What follows belongs to an exercise in optimizing a design on an open flow for small area, a short achievable clock period and few clock cycles; a production flow would make more cautious choices.
At most, simulation tests tie the RTL to the original design; equivalence was not proved.

== old ==
==> flow/design.v (excerpt) <==
module integer_to_padded_ascii #(
  parameter int MAX_FIELD  = itap_pkg::DEF_MAX_FIELD,
  parameter int VALUE_BITS = itap_pkg::DEF_VALUE_BITS
) (
  input  logic                             clk_i,
  input  logic                             rst_ni,
  input  logic                             s_axis_tvalid,
  output logic                             s_axis_tready,
  input  logic [itap_pkg::IN_TDATA_W-1:0]  s_axis_tdata,
  input  logic [itap_pkg::IN_TUSER_W-1:0]  s_axis_tuser,
  output logic                             m_axis_tvalid,
  input  logic                             m_axis_tready,
  output logic [itap_pkg::OUT_TDATA_W-1:0] m_axis_tdata,
  output logic                             m_axis_tlast
);
  function automatic logic [2:0] enc_q(input logic [2:0] q);
    case (q)
      3'd0: enc_q = 3'd0;
      3'd1: enc_q = 3'd1;
      3'd2: enc_q = 3'd2;
      3'd3: enc_q = 3'd3;
      3'd4: enc_q = 3'd7;
      default: enc_q = 3'd0;
    endcase
  endfunction
  function automatic logic [2:0] dec_q(input logic [2:0] c);
    case (c)
      3'd0: dec_q = 3'd0;
      3'd1: dec_q = 3'd1;
      3'd2: dec_q = 3'd2;
      3'd3: dec_q = 3'd3;
      3'd7: dec_q = 3'd4;
      default: dec_q = 3'd0;
    endcase
  endfunction
  localparam int NDIG  = 20;
  localparam int ACC_W = (NDIG - 1) * 4 + 1;
  logic [63:0] v;
  logic [2:0]  fn;
  logic        wide_in, isdec_in, ishex_in, sgn_in, neg_in;
  assign v        = s_axis_tdata[63:0];
  assign fn       = s_axis_tuser[2:0];
  assign wide_in  = s_axis_tuser[3] || (fn == 3'd4);
  assign isdec_in = (fn == 3'd0) || (fn == 3'd1);
  assign ishex_in = (fn == 3'd2) || (fn == 3'd3) || (fn == 3'd4);
  assign sgn_in   = wide_in ? v[63] : v[31];
  assign neg_in   = (fn == 3'd0) && sgn_in;
  ...
Size in the first run: roughly 2,400 cells after synthesis, ~270 flip-flops, about 110 I/O pins.
clock: 8.0 ns
lec_check: 0
abc_area: 1
cap_margin: 20
core_margin: 2
core_utilization: 40
slew_margin: 20
standard.sh (not shown) runs the stock make flow with config.mk's settings and CLKGATE_MAP_FILE= SYNTH_SCRIPT=/design/flow/synth_recipe.tcl, a recipe that flattens the netlist after the stock synthesis.
==> flow/flow/run.sh <==
#!/bin/bash
# The standard layout (the standard.sh, unchanged synthesis) with two
# changes to how the layout is optimised: the port buffers are plain
# buf_2 cells instead of the delay-cell default, and timing repair aims for a
# larger setup margin. Each make run logs to a file of its own here.
set -euo pipefail
export BUFFER_PORTS_ARGS="-buffer_cell sky130_fd_sc_hd__buf_2"
export SETUP_SLACK_MARGIN="${FLOW_SETUP_MARGIN:-5.0}"
bash standard.sh synth > make_synth.log 2>&1
bash standard.sh finish > make_finish.log 2>&1
Having completed the whole flow, old delivered a layout that passed the timing, design-rule and antenna checks.
### old -> new
-- flow/design.v --
<<< old, line 163
    end
  end
  logic [3:0] h_in, lz_in;
  logic [15:0] fh;
  always_comb begin
    fh   = neg_in ? fneg : fp;
    h_in = 4'd0;
    for (int g = 0; g < 16; g++) begin
      if (fh[g]) h_in = 4'(g);
    end
    lz_in = 4'd0;
>>> new, line 163
    end
  end
  logic [3:0] hp_in, hn_in, lz_in;
  always_comb begin
    hp_in = 4'd0;
    hn_in = 4'd0;
    for (int g = 0; g < 16; g++) begin
      if (fp[g])   hp_in = 4'(g);
      if (fneg[g]) hn_in = 4'(g);
    end
    lz_in = 4'd0;
<<< old, line 179
  q_state_e   q_st, q_st_n;
  logic       q_neg, q_hex, q_hex_n, q_first, q_first_n, qs, qs_n;
  logic [3:0] q_lz, q_g, q_g_n, q_g_f;
  logic       tready_q, tready_n, accept, prep;
  logic       f_valid, f_valid_n, f_first, f_first_n, f_last;
>>> new, line 179
  q_state_e   q_st, q_st_n;
  logic       q_neg, q_hex, q_hex_n, q_first, q_first_n, qs, qs_n;
  logic [3:0] q_hp, q_hn, q_lz, q_g, q_g_n;
  logic       tready_q, tready_n, accept, prep;
  logic       f_valid, f_valid_n, f_first, f_first_n, f_last;
<<< old, line 187
  assign accept = tready_q && s_axis_tvalid;
  assign prep   = (q_st == Q_IDLE) && s_axis_tvalid;
  assign idx    = q_g;
  assign nib    = v[idx*4 +: 4];
  assign mag    = q_neg ? (~nib + 4'((idx <= q_lz) ? 1 : 0)) : nib;
>>> new, line 187
  assign accept = tready_q && s_axis_tvalid;
  assign prep   = (q_st == Q_IDLE) && s_axis_tvalid;
  assign idx    = q_first ? (q_neg ? q_hn : q_hp) : q_g;
  assign nib    = v[idx*4 +: 4];
  assign mag    = q_neg ? (~nib + 4'((idx <= q_lz) ? 1 : 0)) : nib;
<<< old, line 328
    end
    if (c_start) qs_n = 1'b1;
    q_g_f = q_g_n;
    if (prep) begin
      q_first_n = 1'b1;
      q_g_n     = h_in;
      q_hex_n   = ishex_in;
      if (isdec_in)      q_st_n = Q_FETCH;
>>> new, line 328
    end
    if (c_start) qs_n = 1'b1;
    if (prep) begin
      q_first_n = 1'b1;
      q_hex_n   = ishex_in;
      if (isdec_in)      q_st_n = Q_FETCH;
<<< old, line 345
    tready_n  = (q_st_n == Q_UNDEF) ||
                (((q_st_n == Q_FDONE) ||
                  ((q_st_n == Q_FETCH) && !q_first_n && (q_g_f == 4'd0))) &&
                 (qs_n || (q_ready_n && (c_st_n == C_IDLE))));
  end
>>> new, line 343
    tready_n  = (q_st_n == Q_UNDEF) ||
                (((q_st_n == Q_FDONE) ||
                  ((q_st_n == Q_FETCH) && !q_first_n && (q_g_n == 4'd0))) &&
                 (qs_n || (q_ready_n && (c_st_n == C_IDLE))));
  end
<<< old, line 388
    if (prep) begin
      q_neg <= neg_in;
      q_lz  <= lz_in;
    end
>>> new, line 386
    if (prep) begin
      q_neg <= neg_in;
      q_hp  <= hp_in;
      q_hn  <= hn_in;
      q_lz  <= lz_in;
    end
### Flow results
Between new and old, the count of clock-buffer cells in the layout is lower for new.
Compared with old, new shows a post-route worst hold slack that is 8.4 ps higher.
Final clock period utilization by the worst path ends up lower on new.
Looking at total non-filler cell area in the finished layout, new sits about 1.6% higher than old does.
After detailed routing, old needs less wire than new.
Testbench counts of new, summed over its fixed seeds: cycles 13,131.
Only the layout flow was run in old; the RTL was not checked for function there.

## afterwards: timing with drivers on the ports
In the flow no input, the clock included, has a driving cell. The finished layouts below were timed again as built, in two steps.
Step 1 (the two cells are an assumption about what drives the block):
set clk [get_ports {clk_i}]
set_driving_cell -lib_cell sky130_fd_sc_hd__clkbuf_16 $clk
set_driving_cell -lib_cell sky130_fd_sc_hd__buf_2 [delete_from_list [all_inputs] $clk]
Step 2 moves the port delays by t, midway between the first and last clock arrival at a register: inputs arrive t later, outputs are due t later. That takes back most of the time a late clock gives input paths.
Slacks: no drivers / after step 1 / after step 2; pairs: no drivers / after step 1.
| run | t, ns | setup slack, ns | worst setup path at the end | latest minus earliest clock arrival (ns) |
|---|---|---|---|---|
| old | 0.583 | 5.025 / 5.025 / 4.557 | input to register | 0.025 / 0.025 |
| new | 0.623 | 5.062 / 5.062 / 4.514 | input to register | 0.020 / 0.020 |
After both steps setup and hold are still met in every run listed. The setup slack of new, which loses most, moves by 0.000 ns with the drivers and by -0.548 ns with both steps.
